This is an optimization exercise on Yosys and OpenROAD, whose aim is small area, a short achievable clock period and few clock cycles per item, not a production implementation.
Only simulation tests tie the RTL to the original design; equivalence was not proved.
No activity file was given, so power comes from the tool's default toggle rates.

<file path="flow/config.mk">
export PLATFORM = sky130hd
export DESIGN_NAME = cache_top
export DESIGN_NICKNAME = cache_top
export VERILOG_FILES = /design/flow/design.v
export SDC_FILE = /design/flow/constraint.sdc
export NUM_CORES = 4
export LEC_CHECK = 0
export ABC_CLOCK_PERIOD_IN_PS = 3200
export CAP_MARGIN = 20
export CORE_MARGIN = 2
export CORE_UTILIZATION = 50
export CTS_CLUSTER_DIAMETER = 70
export CTS_CLUSTER_SIZE = 20
export PLACE_DENSITY = 0.6
export SETUP_SLACK_MARGIN = 4.2
export SLEW_MARGIN = 20
</file>
<file path="flow/constraint.sdc">
create_clock -name core_clock -period 7.5 [get_ports {clk}]
set_input_delay 1.5000 -clock core_clock [delete_from_list [all_inputs] [get_ports {clk}]]
set_output_delay 1.5000 -clock core_clock [all_outputs]
set_load 0.01 [all_outputs]
</file>
<file path="flow/design.v">
`default_nettype none
module cache_top (
  input  wire          clk,
  input  wire          reset,
  input  wire          cachereq_val,
  output wire          cachereq_rdy,
  input  wire  [2:0]   cachereq_type,
  input  wire  [31:0]  cachereq_addr,
  input  wire  [31:0]  cachereq_data,
  output wire          cacheresp_val,
  input  wire          cacheresp_rdy,
  output wire  [2:0]   cacheresp_type,
  output wire  [31:0]  cacheresp_data,
  output wire          memreq_val,
  input  wire          memreq_rdy,
  output wire          memreq_type,
  output wire  [31:0]  memreq_addr,
  output wire  [127:0] memreq_data,
  input  wire          memresp_val,
  output wire          memresp_rdy,
  input  wire  [127:0] memresp_data
);
  localparam int N = 10;
  localparam logic [2:0] T_READ  = 3'd0;
  localparam logic [2:0] T_WRITE = 3'd1;
  localparam logic [2:0] T_INIT  = 3'd2;
  localparam logic [2:0] T_ADD   = 3'd3;
  localparam logic [2:0] T_AND   = 3'd4;
  localparam logic [2:0] T_OR    = 3'd5;
  localparam logic [1:0] M_IDLE    = 2'd0;
  localparam logic [1:0] M_RD_WAIT = 2'd1;
  localparam logic [1:0] M_WB_REQ  = 2'd2;
  localparam logic [1:0] M_WB_WAIT = 2'd3;
  logic [27:0]  tag_q   [N];
  logic [127:0] data_q  [N];
  logic [2:0]   rr_q    [N];    
  logic [N-1:0] valid_q;
  logic [N-1:0] dirty_q;
  logic         r_val;
  logic [2:0]   r_type;
  logic [27:0]  r_line;
  logic [3:0]   r_wsel;     
  logic [3:0]   r_rsel;     
  logic [31:0]  r_wdata;
  logic         r_hit;
  logic [N-1:0] r_sel;    
  logic [1:0]   m_state;
  logic         wb_need;
  logic [27:0]  wb_line;
  logic [127:0] wb_data;
  logic         s_val;      
  logic [2:0]   s_type;
  logic [27:0]  s_line;
  logic [1:0]   s_word;
  logic [31:0]  s_wdata;
  logic         w_val;      
  logic [N-1:0] w_sel;
  logic [3:0]   w_wsel;
  logic [2:0]   w_type;
  logic [31:0]  w_old;
  logic [31:0]  w_wdata;
  logic         x_val;      
  logic [N-1:0] x_sel;
  logic [3:0]   x_wsel;
  logic [31:0]  x_new;
  logic         q0_val;
  logic         rdy_q;      
  logic         mv_q;
  logic         mt_q;
  logic         mr_q;
  logic         r_val_d;
  logic         r_hit_d;
  logic         s_val_d;
  logic [1:0]   m_state_d;
  logic [N-1:0] miss_sel_d;
  logic         pend_d;
  logic [2:0]   q0_type;
  logic [31:0]  q0_data;
  logic r_store;      
  logic r_amo;
  logic q_space;
  logic hit_done;     
  logic refill_now;   
  logic miss_done;    
  logic r_done;
  logic hit_wr;       
  logic w_load;
  logic r_free;
  logic load_r;
  logic to_skid;
  logic rd_fire;
  logic resp_pop;
  assign r_store    = (r_type == T_WRITE) || (r_type == T_INIT);
  assign r_amo      = (r_type == T_ADD) || (r_type == T_AND) || (r_type == T_OR);
  assign q_space    = !q0_val || cacheresp_rdy;
  assign hit_done   = r_val && r_hit && q_space && !w_add_stall;
  assign refill_now = (m_state == M_RD_WAIT) && memresp_val && mr_q;
  assign miss_done  = refill_now && q_space;
  assign r_done     = hit_done || miss_done;
  assign hit_wr     = hit_done && (r_type != T_READ);
  assign w_load     = hit_wr || (miss_done && r_amo);
  assign cachereq_rdy = rdy_q;
  assign r_free       = !r_val || r_done;
  assign load_r       = r_free && (s_val || cachereq_val);
  assign to_skid      = cachereq_val && !s_val && !r_free;
  assign memreq_val  = mv_q;
  assign memreq_type = mt_q;
  assign memreq_addr = {mt_q ? wb_line : r_line, 4'b0000};
  assign memreq_data = wb_data;
  assign memresp_rdy = mr_q;
  assign rd_fire     = (m_state == M_IDLE) && mv_q && memreq_rdy;
  assign cacheresp_val  = q0_val;
  assign cacheresp_type = q0_type;
  assign cacheresp_data = q0_data;
  assign resp_pop       = q0_val && cacheresp_rdy;
  logic [2:0]   in_type;
  logic [27:0]  in_line;
  logic [1:0]   in_word;
  logic [31:0]  in_wdata;
  logic [N-1:0] in_hv;
  assign in_type  = s_val ? s_type  : cachereq_type;
  assign in_line  = s_val ? s_line  : cachereq_addr[31:4];
  assign in_word  = s_val ? s_word  : cachereq_addr[3:2];
  assign in_wdata = s_val ? s_wdata : cachereq_data;
  always_comb begin
    for (int e = 0; e < N; e++) begin
      if (refill_now && r_sel[e]) in_hv[e] = (in_line == r_line);
      else                         in_hv[e] = valid_q[e] && (tag_q[e] == in_line);
    end
  end
  logic [127:0] line_rd;
  logic [31:0]  old_word;
  logic [31:0]  new_word;
  logic [N-1:0] vict;
  logic         has7;
  logic [27:0]  sel_line;
  logic         sel_dirty;
  always_comb begin
    line_rd   = '0;
    sel_line  = '0;
    sel_dirty = 1'b0;
    for (int e = 0; e < N; e++) begin
      if (r_sel[e]) begin
        line_rd   = line_rd | data_q[e];
        sel_line  = sel_line | tag_q[e];
        sel_dirty = sel_dirty | (valid_q[e] && dirty_q[e]);
      end
    end
  end
  always_comb begin
    case (w_type)
      T_ADD:   new_word = w_old + w_wdata;
      T_AND:   new_word = w_old & w_wdata;
      T_OR:    new_word = w_old | w_wdata;
      default: new_word = w_wdata;
    endcase
  end
  logic [31:0] w_logic;
  logic        byp_w;
  logic        byp_x;
  logic        w_add_stall;
  logic [3:0]  sl_line;
  logic [3:0]  sl_mem;
  always_comb begin
    case (w_type)
      T_AND:   w_logic = w_old & w_wdata;
      T_OR:    w_logic = w_old | w_wdata;
      default: w_logic = w_wdata;
    endcase
  end
  assign byp_w       = w_val && (|(w_sel & r_sel)) && (|(w_wsel & r_rsel));
  assign byp_x       = x_val && (|(x_sel & r_sel)) && (|(x_wsel & r_rsel));
  assign w_add_stall = byp_w && (w_type == T_ADD);
  assign sl_line     = r_rsel & {4{r_hit && !byp_w && !byp_x}};
  assign sl_mem      = r_rsel & {4{!r_hit}};
  always_comb begin
    old_word = (byp_w ? w_logic : '0) | ((byp_x && !byp_w) ? x_new : '0);
    for (int w = 0; w < 4; w++) begin
      old_word = old_word | (sl_line[w] ? line_rd[w*32 +: 32] : '0)
                          | (sl_mem[w] ? memresp_data[w*32 +: 32] : '0);
    end
  end
  always_ff @(posedge clk) begin
    if (reset) begin
      x_val <= 1'b0;
    end else begin
      x_val <= w_val;
    end
  end
  always_ff @(posedge clk) begin
    if (w_val) begin
      x_sel  <= w_sel;
      x_wsel <= w_wsel;
      x_new  <= new_word;
    end
  end
  always_ff @(posedge clk) begin
    if (reset) begin
      w_val <= 1'b0;
    end else begin
      w_val <= w_load;
    end
  end
  always_ff @(posedge clk) begin
    if (w_load) begin
      w_sel   <= r_sel;
      w_wsel  <= r_wsel;
      w_type  <= r_type;
      w_old   <= old_word;
      w_wdata <= r_wdata;
    end
  end
  always_comb begin
    logic [N-1:0] c2, c1, c0;
    logic         m2, m1, m0;
    logic         seen;
    has7 = 1'b0;
    for (int e = 0; e < N; e++) has7 = has7 | (rr_q[e] == 3'd7);
    m2 = 1'b0;
    for (int e = 0; e < N; e++) m2 = m2 | (!r_sel[e] && rr_q[e][2]);
    for (int e = 0; e < N; e++) c2[e] = !r_sel[e] && (rr_q[e][2] || !m2);
    m1 = 1'b0;
    for (int e = 0; e < N; e++) m1 = m1 | (c2[e] && rr_q[e][1]);
    for (int e = 0; e < N; e++) c1[e] = c2[e] && (rr_q[e][1] || !m1);
    m0 = 1'b0;
    for (int e = 0; e < N; e++) m0 = m0 | (c1[e] && rr_q[e][0]);
    for (int e = 0; e < N; e++) c0[e] = c1[e] && (rr_q[e][0] || !m0);
    seen = 1'b0;
    for (int e = 0; e < N; e++) begin
      vict[e] = c0[e] && !seen;
      seen    = seen | c0[e];
    end
  end
  always_comb begin
    if (reset)        r_val_d = 1'b0;
    else if (load_r)  r_val_d = 1'b1;
    else if (r_done)  r_val_d = 1'b0;
    else              r_val_d = r_val;
    if (reset)        s_val_d = 1'b0;
    else if (to_skid) s_val_d = 1'b1;
    else if (r_free)  s_val_d = 1'b0;
    else              s_val_d = s_val;
    if (load_r)          r_hit_d = |in_hv;
    else if (refill_now) r_hit_d = 1'b1;
    else                 r_hit_d = r_hit;
    miss_sel_d = load_r ? vict : r_sel;
    pend_d     = (w_load && (|(r_sel & miss_sel_d))) || (w_val && (|(w_sel & miss_sel_d)));
  end
  always_ff @(posedge clk) begin
    r_val <= r_val_d;
    s_val <= s_val_d;
    rdy_q <= !s_val_d;
  end
  always_ff @(posedge clk) begin
    if (to_skid) begin
      s_type  <= cachereq_type;
      s_line  <= cachereq_addr[31:4];
      s_word  <= cachereq_addr[3:2];
      s_wdata <= cachereq_data;
    end
  end
  always_ff @(posedge clk) begin
    if (load_r) begin
      r_type  <= in_type;
      r_line  <= in_line;
      r_wsel  <= 4'b0001 << in_word;
      r_rsel  <= ((in_type == T_WRITE) || (in_type == T_INIT)) ? 4'b0000 : (4'b0001 << in_word);
      r_wdata <= in_wdata;
      r_sel   <= (|in_hv) ? in_hv : vict;
    end
    if (reset) begin
      r_sel <= '0;
    end
    r_hit <= r_hit_d;
  end
  always_comb begin
    m_state_d = m_state;
    case (m_state)
      M_IDLE:    if (rd_fire) m_state_d = M_RD_WAIT;
      M_RD_WAIT: if (refill_now) m_state_d = wb_need ? M_WB_REQ : M_IDLE;
      M_WB_REQ:  if (memreq_rdy) m_state_d = M_WB_WAIT;
      M_WB_WAIT: if (memresp_val) m_state_d = M_IDLE;
      default:   m_state_d = M_IDLE;
    endcase
    if (reset) m_state_d = M_IDLE;
  end
  always_ff @(posedge clk) begin
    m_state <= m_state_d;
    if (reset) begin
      wb_need <= 1'b0;
    end else if (rd_fire) begin
      wb_need <= sel_dirty;
    end
    mv_q <= ((m_state_d == M_IDLE) && r_val_d && !r_hit_d && !pend_d) ||
            (m_state_d == M_WB_REQ);
    mt_q <= (m_state_d == M_WB_REQ);
    mr_q <= ((m_state_d == M_RD_WAIT) && !w_val) || (m_state_d == M_WB_WAIT);
  end
  always_ff @(posedge clk) begin
    if (rd_fire) begin
      wb_line <= sel_line;
      wb_data <= line_rd;
    end
  end
  logic [31:0] wd [4];
  always_comb begin
    for (int w = 0; w < 4; w++) begin
      if (refill_now) wd[w] = (r_store && r_wsel[w]) ? r_wdata : memresp_data[w*32 +: 32];
      else            wd[w] = x_new;
    end
  end
  for (genvar e = 0; e < N; e++) begin : g_line
    logic wr_fill;
    assign wr_fill = refill_now && r_sel[e];
    for (genvar w = 0; w < 4; w++) begin : g_word
      always_ff @(posedge clk) begin
        if ((refill_now && r_sel[e]) || (x_val && x_sel[e] && x_wsel[w])) begin
          data_q[e][w*32 +: 32] <= wd[w];
        end
      end
    end
    always_ff @(posedge clk) begin
      if (wr_fill) begin
        tag_q[e] <= r_line;
      end
    end
    always_ff @(posedge clk) begin
      if (reset) begin
        valid_q[e] <= 1'b0;
      end else if (wr_fill) begin
        valid_q[e] <= 1'b1;
      end
    end
    always_ff @(posedge clk) begin
      if (wr_fill) begin
        dirty_q[e] <= (r_type != T_READ);
      end else if (hit_wr && r_sel[e]) begin
        dirty_q[e] <= 1'b1;
      end
    end
    always_ff @(posedge clk) begin
      if (reset) begin
        rr_q[e] <= 3'd7;
      end else if (refill_now && r_sel[e]) begin
        rr_q[e] <= 3'd6;
      end else if (hit_done && r_sel[e]) begin
        rr_q[e] <= 3'd0;
      end else if (refill_now && !has7) begin
        rr_q[e] <= rr_q[e] + 3'd1;
      end
    end
  end
  logic [2:0]  push_type;
  logic [31:0] push_data;
  assign push_type = r_type;
  always_comb begin
    push_data = old_word;
  end
  always_ff @(posedge clk) begin
    if (reset) begin
      q0_val <= 1'b0;
    end else if (r_done) begin
      q0_val <= 1'b1;
    end else if (resp_pop) begin
      q0_val <= 1'b0;
    end
  end
  always_ff @(posedge clk) begin
    if (r_done) begin
      q0_type <= push_type;
      q0_data <= push_data;
    end
  end
endmodule
`default_nettype wire
</file>
<file path="flow/flow/run.sh">
#!/bin/bash
# The standard layout, with the port buffers that buffer_ports inserts made
# plain buffers (buf_4) instead of the default delay cells, so that the
# fixed input and output delays are not lengthened by slow port buffers.
set -euo pipefail
export BUFFER_PORTS_ARGS="-buffer_cell sky130_fd_sc_hd__buf_4"
bash standard.sh > flow_make.log 2>&1
</file>
<file path="flow/standard.sh">
#!/bin/bash
# synth_recipe.tcl (not shown) runs the flow's synth.tcl, then flattens the netlist and writes it again
# the make line also repeats each setting of config.mk as NAME=value (left out here)
make -C /OpenROAD-flow-scripts/flow DESIGN_CONFIG=/design/flow/config.mk WORK_HOME=/design/flow/orfs CLKGATE_MAP_FILE= SYNTH_SCRIPT=/design/flow/synth_recipe.tcl "${@:-finish}"
</file>
==> notes.md, run 1 <==
CP Max Fanout=3; worst skew pair latency=860 ps; H-tree depth=4; maximum clock rate=248 MHz; Worst Slack Setup Final=3470 ps; Critical Path AT=4580 ps; Die X=419 microns; Clk pin slew, worst setup/hold paths=80 ps; Sw Share=28.7%; CP Class=reg -> reg; top-level port count=401; largest net degree at the start of global routing=64; dpl cell area=92800 sq um; CP Cell Sequence=ha_4 -> fa_2 -> a21o_1 -> a21o_1 -> a21o_1 -> a41o_1 -> a21o_1 -> a211o_1 -> a2111oi_4 -> or3_4 -> a31oi_4 -> a31o_4 -> a211oi_2 -> o41ai_2; Post-Route WL=357000 microns; first-pass GRT wire length=472000 microns; most common flop cell mapped by yosys=edfxtp_1; die area=175000 sq um; combinational power share=16.6%; Async SR Flop Fraction=0%; total internal power=18.3 mW; drt wl/cell=41.2 microns; Reg2Reg Setup Slack=3470 ps; PwrDens=250 nW/um^2; Tmin final=4030 ps; layout cell share with drive strength beyond 1=23.9%; Synth top area share=70.7%; Setup WS pre-CTS=1980 ps; Max VDD drop=0.267 mV; post-synthesis register bit count=2087; synthesized instance count=5742; Hold WS=463 ps; TNS Setup=0 ps; area grow syn2layout=19.3%; Die Ht=419 microns; status=complete, no violations; initial DRC count=9198; Post-synth EDFFs=2024; Post-Syn Area per Cell=15.0 sq um; yosys warns=5; deepest clock path buffer count=3; GRT Resource Usage Total=39.9%; TritonRoute pass-1 iters=6; initial antenna violation count=19; Sw Pwr=7.35 mW; worst slew pin tran=1090 ps; slowest CP cell=a2111oi_4; CP required=8050 ps; most frequent cell after synthesis=edfxtp_1; unrepaired setup endpoints after global routing=yes; core area=171000 sq um; Lkg Pwr=33.7 nW; Routed met3 length=35100 microns; Clk Tree Root Cell=clkbuf_16; via count=60100; CP peak stage delay=510 ps; CTS tree=done; max cap viols=0; Inserted Clock Buffers=141; top cells by count, synth=edfxtp_1 (2024), a22oi_1 (530), nand2_1 (417); Slew Limit Fails=0; Hold Vio Cnt, Final=0; design area=102000 sq um; Sink Count=2087; top routing layer used=met5; cell taking the most area after synthesis=edfxtp_1; nets=6643; RePlAce Congestion=1.06; initial core utilization=50.2%; Post-Syn Area=85900 sq um; vias in the first global route=55700; clock skew=33.3 ps; Overall Power=25.6 mW; GRT Residual Overflow=0; Detail Route Antenna Nets=0; most used cell, CP=a21o_1; Setup crit end kind=flop; Seq pwr share=52.5%; Tcrit/Tclk final=53.7%; I/O Buffers=394; post-synth cell types=91; final setup fails=0; startpoint types=flop; Clk pwr share=30.8%; Tightest Hold Check Type=reg -> reg; Core Rows=152; hpwl dp=231000 microns; sequential share of the synthesized area=72.2%; WL met1=125000 microns; DRC=0; met2 wire length=163000 microns; vias per cell=6.93; Rel. slew slack=27.2%; top area cells in the synthesized netlist=edfxtp_1 (71%), a22oi_1 (4.6%), xnor2_1 (3.4%)
[power groups by stage]
stage	Combinational, mW	Sequential [mW]	Clock [mW]
after global placement	3.51	13.8	0
after detailed placement	3.52	13.8	0
after global routing	4.32	13.5	8.29
final	4.26	13.5	7.89
after floorplan	1.71	13.7	0
after CTS	3.97	13.5	7.91
[metal layers]
layer  vias to the layer above  global-route usage [%]
met5                         -                       0
met4                         8                    29.7
met3                       969                    7.39
met2                      4151                    62.5
met1                     30700                    49.7
li1                      24300                       -
[area by class of cell]
class                           instances  area (sq um)
Antenna cell                           11          27.5
Clock buffer                          148          3620
Clock inverter                         64           727
Fill cell                           13100         68700
Inverter                              132           558
Multi-Input combinational cell       3168         25200
Sequential cell                      2087         62100
Tap cell                             2233          2790
Timing Repair Buffer                  826          7470
Timing Repair inverter                  1          5.00
[final timing paths]
| path | from | end | cells past startpoint |
|---|---|---|---|
| hold reg to reg | w_val | x_val | 2 |
| hold / removal | w_val | x_val | 2 |
| setup reg to reg | w_old[0] | x_new[28] | 14 |
| setup / recovery | w_old[0] | x_new[28] | 14 |
[layout by cell type (no fill, tap or decap), types with 119 or more instances in the layout]
| master | Yosys | routed |
|---|---|---|
| buf_4 | 11 | 689 |
| nor4_1 | 131 | 119 |
| a22o_1 | 182 | 182 |
| edfxtp_1 | 2024 | 2024 |
| nor2_1 | 192 | 188 |
| clkbuf_16 | 0 | 149 |
| a22oi_1 | 530 | 516 |
| nand4_1 | 206 | 206 |
| xnor2_1 | 335 | 281 |
| a221oi_1 | 213 | 204 |
| nand2_1 | 417 | 361 |
[state kept, by name, indices dropped and copies added (netlist names), 4 cells and up]
signal   cells
data_q    1280
dirty_q     10
q0_data     32
r_line      28
r_rsel       4
r_sel       10
r_wdata     32
r_wsel       4
rr_q        30
s_line      28
s_wdata     32
tag_q      280
valid_q     10
w_old       32
w_sel       10
w_wdata     32
w_wsel       4
wb_data    128
wb_line     28
x_new       32
x_sel       10
x_wsel       4
[per-stage QoR]
| stage | cells | util (%) |
|---|---|---|
| final | 8670 | 59.9 |
| after global routing | 8663 | 59.9 |
| after detailed placement | 8174 | 54.2 |
| after floorplan | 5745 | - |
| after CTS | 8565 | 58.8 |
| after global placement | 8172 | 54.2 |
[critical path, delay by kind of cell, from the launching register on]
family / cells / cell delay [ps]
AO/OA/AOI/OAI: 11 / 2490
adder cells (fa/ha/maj): 2 / 540
flip-flops: 1 / 460
AND/OR/NAND/NOR: 1 / 250
[logic make-up (layout without fill, tap and decap cells)]
group | after synthesis | in the layout | share of synthesized area [%]
XOR/XNOR | 348 | 348 | 3.55
other | 1 | 15 | 0.00436
adder cells (fa/ha/maj) | 85 | 85 | 1.25
flip-flops | 2087 | 2087 | 72.2
AO/OA/AOI/OAI | 1439 | 1439 | 12.6
multiplexers | 112 | 112 | 1.40
buffers and inverters | 493 | 1171 | 2.25
AND/OR/NAND/NOR | 1177 | 1180 | 6.71
[what timing repair did]
action / CTS / global route
gates resized for setup: 279 / 174
buffers inserted: 165 / 86
pin swaps: 75 / 54
endpoints found under the hold margin: 0 / 0
hold buffers: 0 / 0
setup endpoints to repair: 1600 / 567
cloned: 14 / 8
Testbench counts, summed over its fixed seeds: cycles 15,722, requests 12,000.
==> inputs of run 2 (changes only) <==
--- a/flow/design.v
+++ b/flow/design.v
@@ -22,3 +22,3 @@
 );
-  localparam int N = 10;
+  localparam int N = 9;
   localparam logic [2:0] T_READ  = 3'd0;
==> notes.md, run 2 <==
status=complete, no violations; design area=93900 sq um (-8.4%); Post-synth EDFFs=1865 (-7.9%); top flop regs=data_q: 1152 flops, tag_q: 252 flops, wb_data: 128 flops; cell taking the most area after synthesis=edfxtp_1; Hold Vio Cnt, Final=0 (unchanged); worst skew pair latency=820 ps (-40 ps); hpwl dp=186000 microns (-19%); vias in the first global route=49900 (-10%); CP required=8180 ps (+130 ps); I/O Buffers=394 (unchanged); Clk Tree Root Cell=clkbuf_16; max reg flops=1152 (-10%); Tcrit/Tclk final=48.1% (-5.6 points); dpl cell area=84700 sq um (-8.8%); most common flop cell mapped by yosys=edfxtp_1; drt wl/cell=37.9 microns (-8.0%); Core Rows=145 (-4.6%); Reg with most FFs=data_q; initial core utilization=50.4% (+0.18 points); area grow syn2layout=19.1%; most frequent cell after synthesis=edfxtp_1; CTS tree=done; sequential share of the synthesized area=72.6% (+0.36 points); Worst Slack Setup Final=3890 ps (+421 ps); top-level port count=401 (unchanged); max cap viols=0 (unchanged); final setup fails=0 (unchanged); Tmin final=3610 ps (-421 ps); Async SR Flop Fraction=0% (unchanged); layout cell share with drive strength beyond 1=23.8% (-0.070 points); most frequent cells in the layout=edfxtp_1 (1865), buf_4 (635), nand2_1 (334), nand3_1 (220), a22oi_1 (211); RePlAce Congestion=0.977 (-7.9%); startpoint types=flop; first-pass GRT wire length=403000 microns (-15%); nets=6059 (-8.8%); Cell Count, Final, Fillers Out=7904 (-8.8%); Die Ht=401 microns (-4.2%); CP Max Fanout=6 (+3); TNS Setup=0 ps (unchanged); TritonRoute pass-1 iters=9 (+3); initial antenna violation count=18 (-1); GRT Resource Usage Total=35.9% (-4.0 points); Die X=401 microns (-4.2%); Synth top area share=71.1% (+0.35 points); Overall Power=22.1 mW (-14%); clock skew=32.1 ps (-1.13 ps); largest net degree at the start of global routing=164 (+160%); Post-Syn Area per Cell=15.1 sq um (+1.0%); Lkg Pwr=31.7 nW (-6.1%); Detail Route Antenna Nets=0 (unchanged); Post-Route WL=299000 microns (-16%); Clk pin slew, worst setup/hold paths=90 ps (about the same); post-layout util=60.0% (+0.13 points); via count=54400 (-9.5%); Setup crit end kind=flop; Cells after DPL=7487 (-8.4%); commonest non-fill, non-tap cell in the layout=edfxtp_1; initial DRC count=9133 (-0.71%); top cells by count, synth=edfxtp_1 (1865), nand2_1 (379), clkbuf_1 (254); Rel. slew slack=25.3% (-1.9 points); Post-Syn Area=78800 sq um (-8.3%); Hold WS=454 ps (-8.42 ps); worst slew pin tran=1120 ps (+34.1 ps); deepest clock path buffer count=3 (unchanged); core area=156000 sq um (-8.6%); Sink Count=1923 (-7.9%); CP Class=reg -> reg; Max VDD drop=0.244 mV (-8.6%); GRT Residual Overflow=0 (unchanged); yosys warns=5 (unchanged); Critical Path AT=4280 ps (-300 ps); vias per cell=6.88 (-0.71%); DRC=0 (unchanged); H-tree depth=4 (unchanged); synthesized instance count=5211 (-9.2%); die area=161000 sq um (-8.2%); Setup WS pre-CTS=2140 ps (+168 ps); unrepaired setup endpoints after global routing=yes; post-synthesis register bit count=1923 (-7.9%); top area cells in the synthesized netlist=edfxtp_1 (71%), a221oi_1 (2.3%), a22oi_1 (2.2%); PwrDens=235 nW/um^2 (-6.0%); Slew Limit Fails=0 (unchanged); maximum clock rate=277 MHz (+12%); Inserted Clock Buffers=134 (-5.0%); post-synth cell types=81 (-11%); Tightest Hold Check Type=reg -> reg; # hold bufs at CTS=0 (unchanged)
## run 2: cell types whose count changed after synthesis, moves of 14 or more
cell	change
nand2_1	-38
buf_1	+14
nand4_1	-164
a22oi_1	-301
a222oi_1	+157
xnor2_1	-150
xor2_1	+120
clkbuf_1	-32
a21oi_1	+37
edfxtp_1	-159
nor2_1	-27
nor4_1	-79
nand3_1	+140
o32ai_1	-17
## run 2: kinds of logic after synthesis
logic type               after synthesis  share of synthesized area [%]
flip-flops                          1923                           72.6
AO/OA/AOI/OAI                       1296                           12.7
AND/OR/NAND/NOR                     1013                           5.97
buffers and inverters                467                           2.37
XOR/XNOR                             318                           3.54
multiplexers                         110                           1.50
adder cells (fa/ha/maj)               83                           1.33
other                                  1                        0.00476
## run 2: what timing repair did
| item | CTS | global route |
|---|---|---|
| setup buffers | 103 | 86 |
| pin swaps | 46 | 61 |
| gates resized for setup | 310 | 188 |
| setup endpoints to repair | 747 | 702 |
| cloned | 12 | 8 |
## run 2: layout make-up
| type | count | area (sq um) |
|---|---|---|
| Fill cell | 12000 | 62500 |
| Sequential cell | 1923 | 57200 |
| Multi-Input combinational cell | 2824 | 22300 |
| Timing Repair Buffer | 767 | 6940 |
| Clock buffer | 148 | 3560 |
| Tap cell | 2058 | 2570 |
| Clock inverter | 54 | 729 |
| Inverter | 122 | 508 |
| Timing Repair inverter | 3 | 26.3 |
| Antenna cell | 5 | 12.5 |
## run 2: final timing paths
kind                            slack [ps]        end  startpoint  cells after the start
worst max register to register        3890   r_sel[6]       s_val                     14
worst max-delay path                  3890   r_sel[6]       s_val                     14
worst min-delay path                   450  x_wsel[0]   w_wsel[0]                      0
worst min register to register         450  x_wsel[0]   w_wsel[0]                      0
## run 2: critical path, stage by stage, from the launching register on
cell and delay (ps):
dfxtp_4 490, clkbuf_16 240, mux2i_1 230, buf_6 180, buf_4 120, xnor2_1 50, nor4_1 470, nand4_1 310
nor4_4 420, a2111oi_4 60, nand4_1 200, nor2_2 70, and4b_2 260, a221oi_2 240, a211oi_1 110
## run 2: power breakdown
group / switching, mW / internal, mW / leakage [nW] / total [mW]
logic: 1.63 / 0.784 / 12.3 / 2.41
registers: 0.135 / 11.9 / 17.3 / 12.0
clock network: 3.89 / 3.73 / 2.09 / 7.62
## run 2: routing by layer
| layer | GRT usage (%) | wire [microns] | share of wire (%) | up-vias |
|---|---|---|---|---|
| met5 | 0 | 56 | 0.019 | - |
| met4 | 18.2 | 18000 | 6.0 | 8 |
| met3 | 8.69 | 37700 | 13 | 680 |
| met2 | 53.3 | 132000 | 44 | 4110 |
| met1 | 49.6 | 111000 | 37 | 27600 |
| li1 | - | - | - | 22000 |
Testbench counts of run 2, summed over its fixed seeds: cycles 16,345, requests 12,000.
==> inputs of run 3 (changes only) <==
--- a/flow/design.v
+++ b/flow/design.v
@@ -22,3 +22,3 @@
 );
-  localparam int N = 9;
+  localparam int N = 10;
   localparam logic [2:0] T_READ  = 3'd0;
--- a/flow/config.mk
+++ b/flow/config.mk
@@ -7,3 +7,3 @@
 export LEC_CHECK = 0
-export ABC_CLOCK_PERIOD_IN_PS = 3200
+export ABC_CLOCK_PERIOD_IN_PS = 3000
 export CAP_MARGIN = 20
@@ -14,3 +14,3 @@
 export PLACE_DENSITY = 0.6
-export SETUP_SLACK_MARGIN = 4.2
+export SETUP_SLACK_MARGIN = 4.5
 export SLEW_MARGIN = 20
==> notes.md, run 3 <==
commonest non-fill, non-tap cell in the layout=edfxtp_1; Worst Slack Setup Final=3550 ps (-343 ps); Lkg Pwr=35.1 nW (+11%); Clk pin slew, worst setup/hold paths=80 ps (about the same); GRT Residual Overflow=0 (unchanged); vias in the first global route=57400 (+15%); Core Rows=152 (+4.8%); Post-Syn Area per Cell=15.0 sq um (-1.0%); HP Start=w_wsel[1]; total internal power=18.6 mW (+14%); Clk Tree Root Cell=clkbuf_16; Routed met3 length=38900 microns (+3.2%); post-layout util=61.6% (+1.6 points); top flop regs=data_q: 1280 flops, tag_q: 280 flops, wb_data: 128 flops; Hold Vio Cnt, Final=0 (unchanged); clock skew=41.1 ps (+8.93 ps); synthesized instance count=5742 (+10%); Async SR Flop Fraction=0% (unchanged); PwrDens=248 nW/um^2 (+5.4%); Setup WS pre-CTS=2010 ps (-132 ps); worst slew pin tran=943 ps (-177 ps); max reg flops=1280 (+11%); Die Ht=419 microns (+4.4%); Max VDD drop=0.273 mV (+12%); Tightest Hold Check Type=reg -> reg; fill count=12800 (+7.0%); worst skew pair latency=850 ps (+30 ps); DRC=0 (unchanged); unrepaired setup endpoints after global routing=yes; Reg with most FFs=data_q; Critical Path Start=w_old[0]; design area=105000 sq um (+12%); Slew Limit Fails=0 (unchanged); nets=6790 (+12%); initial antenna violation count=25 (+7); Die X=419 microns (+4.4%); via count=61500 (+13%); met2 wire length=165000 microns (+25%); cell taking the most area after synthesis=edfxtp_1; top area cells in the synthesized netlist=edfxtp_1 (71%), a22oi_1 (4.6%), xnor2_1 (3.4%); Clk pwr share=30.6% (-3.9 points); startpoint types=flop; Detail Route Antenna Nets=0 (unchanged); core area=171000 sq um (+9.4%); Tmin final=3950 ps (+343 ps); Sink Count=2087 (+8.5%); TNS Setup=0 ps (unchanged); RePlAce Congestion=1.03 (+5.2%); CP required=8070 ps (-110 ps); R2R Path Start=w_old[0]; Seq pwr share=51.6% (-2.9 points); Critical Path AT=4510 ps (+230 ps); combinational power share=17.9% (+7.0 points); CP Class=reg -> reg; FF+latch area=62100 sq um (+8.5%); top-level port count=401 (unchanged); Multi-input gate area=26300 sq um (+18%); dpl cell area=93200 sq um (+10%); layout cell share with drive strength beyond 1=27.7% (+3.8 points); first-pass GRT wire length=486000 microns (+21%); maximum clock rate=253 MHz (-8.7%); hpwl dp=229000 microns (+23%); Post-Route WL=368000 microns (+23%); largest net degree at the start of global routing=109 (-34%); post-synthesis register bit count=2087 (+8.5%); post-synth cell types=91 (+12%); Sw Pwr=7.48 mW (+32%); Post-synth EDFFs=2024 (+8.5%); yosys warns=5 (unchanged); Inserted Clock Buffers=140 (+4.5%); most frequent cell after synthesis=edfxtp_1; WL met1=125000 microns (+12%); most frequent cells in the layout=edfxtp_1 (2024), buf_4 (768), a22oi_1 (514), nand2_1 (359), xnor2_1 (251); die area=175000 sq um (+9.0%); CTS tree=done; Rel. slew slack=36.6% (+11 points); GRT Resource Usage Total=41.3% (+5.3 points); status=complete, no violations; deepest clock path buffer count=3 (unchanged); I/O Buffers=394 (unchanged); initial DRC count=9974 (+9.2%); Tcrit/Tclk final=52.6% (+4.6 points); Sw Share=28.6% (+3.0 points); max cap viols=0 (unchanged); area grow syn2layout=22.7%; Setup crit end kind=flop; drt wl/cell=41.7 microns (+10%); initial core utilization=50.2% (-0.18 points); final setup fails=0 (unchanged); top routing layer used=met5; Synth top area share=70.7% (-0.35 points); Post-Syn Area=85900 sq um (+9.1%); CP Max Fanout=2 (-4); H-tree depth=4 (unchanged); vias per cell=6.97 (+1.3%); most common flop cell mapped by yosys=edfxtp_1; sequential share of the synthesized area=72.2% (-0.36 points); top cells by count, synth=edfxtp_1 (2024), a22oi_1 (530), nand2_1 (417); TritonRoute pass-1 iters=8 (-1)
## run 3: cell count changes in the layout (fill, tap and decap cells not counted), sizes merged, moves of 39 or more
cell | before | now
a222oi | 158 | 1
a22oi | 229 | 530
buf | 754 | 956
edfxtp | 1865 | 2024
nand2 | 379 | 418
nand3 | 244 | 106
nand4 | 42 | 206
nor4 | 52 | 132
xnor2 | 185 | 335
xor2 | 133 | 13
## run 3: worst max-delay path, cell delays in order (launching register included)
cell	delay, ps
edfxtp_1	450
ha_4	210
fa_2	390
a21o_1	160
a21o_1	210
a21o_1	180
a41o_1	210
a21o_1	190
a211o_1	360
a2111oi_4	370
or3_4	220
a31oi_4	100
a31o_2	270
a211oi_2	260
o41ai_2	100
## run 3: path summary, 6_finish.rpt
path               end  slack (ps)  cells past startpoint
max          x_new[28]        3550                     14
min          x_wsel[1]         430                      0
max reg2reg  x_new[28]        3550                     14
min reg2reg  x_wsel[1]         430                      0
## run 3: power by group through the flow
stage	Sequential (mW)	Combinational (mW)	Clock [mW]
final	13.5	4.67	7.98
after global placement	13.8	3.50	0
after floorplan	13.7	1.73	0
after CTS	13.5	4.34	8.01
after global routing	13.5	4.72	8.39
after detailed placement	13.8	3.52	0
## run 3: per-stage QoR
stage | instances | power [mW] | hold WS, ps
5_1_grt | 8818 | 26.6 | 443
4_1_cts | 8740 | 25.8 | 426
2_1_floorplan | 5745 | 15.4 | 403
3_5_place_dp | 8161 | 17.3 | 449
3_3_place_gp | 8161 | 17.3 | 431
6_report | 8829 | 26.1 | 427
## run 3: area by class of cell
class | count | share of cell area, %
clock inverters | 56 | 0.624
repair buffers | 972 | 8.78
repair inverters | 3 | 0.0178
flip-flops and latches | 2087 | 58.9
clock buffers | 163 | 3.55
multi-input cells | 3168 | 24.9
inverters | 132 | 0.532
well taps | 2233 | 2.65
diodes | 15 | 0.0356
## run 3: kinds of logic after synthesis
logic type               Yosys count  synth area share, %
buffers and inverters            493                 2.25
AND/OR/NAND/NOR                 1177                 6.71
adder cells (fa/ha/maj)           85                 1.25
AO/OA/AOI/OAI                   1439                 12.6
multiplexers                     112                 1.40
flip-flops                      2087                 72.2
XOR/XNOR                         348                 3.55
other                              1              0.00436
## run 3: timing repair
action | CTS | global route
gates cloned | 22 | 6
endpoints found under the hold margin | 0 | 0
gates resized for setup | 474 | 153
hold buffers | 0 | 0
setup endpoints to repair | 2414 | 1189
setup buffers | 338 | 68
pin swaps | 146 | 67
## run 3: layer usage
metal | track usage [%] | up-vias
met3 | 9.37 | 1144
met4 | 35.9 | 4
met5 | 0 | -
met1 | 49.7 | 31300
li1 | - | 24600
met2 | 62.7 | 4507
Testbench counts of run 3, summed over its fixed seeds: cycles 15,722, requests 12,000.

-- afterwards: timing with drivers on the ports --
In the flow no input, the clock included, has a driving cell. The finished layouts below were timed again as built, in two steps. Step 1: set_driving_cell puts a clkbuf_16 on clk and a buf_2 on each other input, an assumption about the parent block. Step 2 times the ports against the registers' clock, not the clock port: input delays grow and output delays shrink by t, the midpoint of the rising clock arrivals with the driver on. Three values: no drivers, after step 1, after step 2; two values: the first two.
run	t, ns	setup slack, ns	worst register clock-pin slew, ns
run 1	0.928	3.474 / 3.474 / 2.885	0.09 / 0.09
run 2	0.889	3.894 / 3.851 / 3.079	0.09 / 0.09
run 3	0.920	3.552 / 3.552 / 2.875	0.10 / 0.10
After both steps every run listed still meets setup and hold. The setup slack of run 2, which loses most, moves by -0.043 ns with the drivers and by -0.815 ns with both steps.
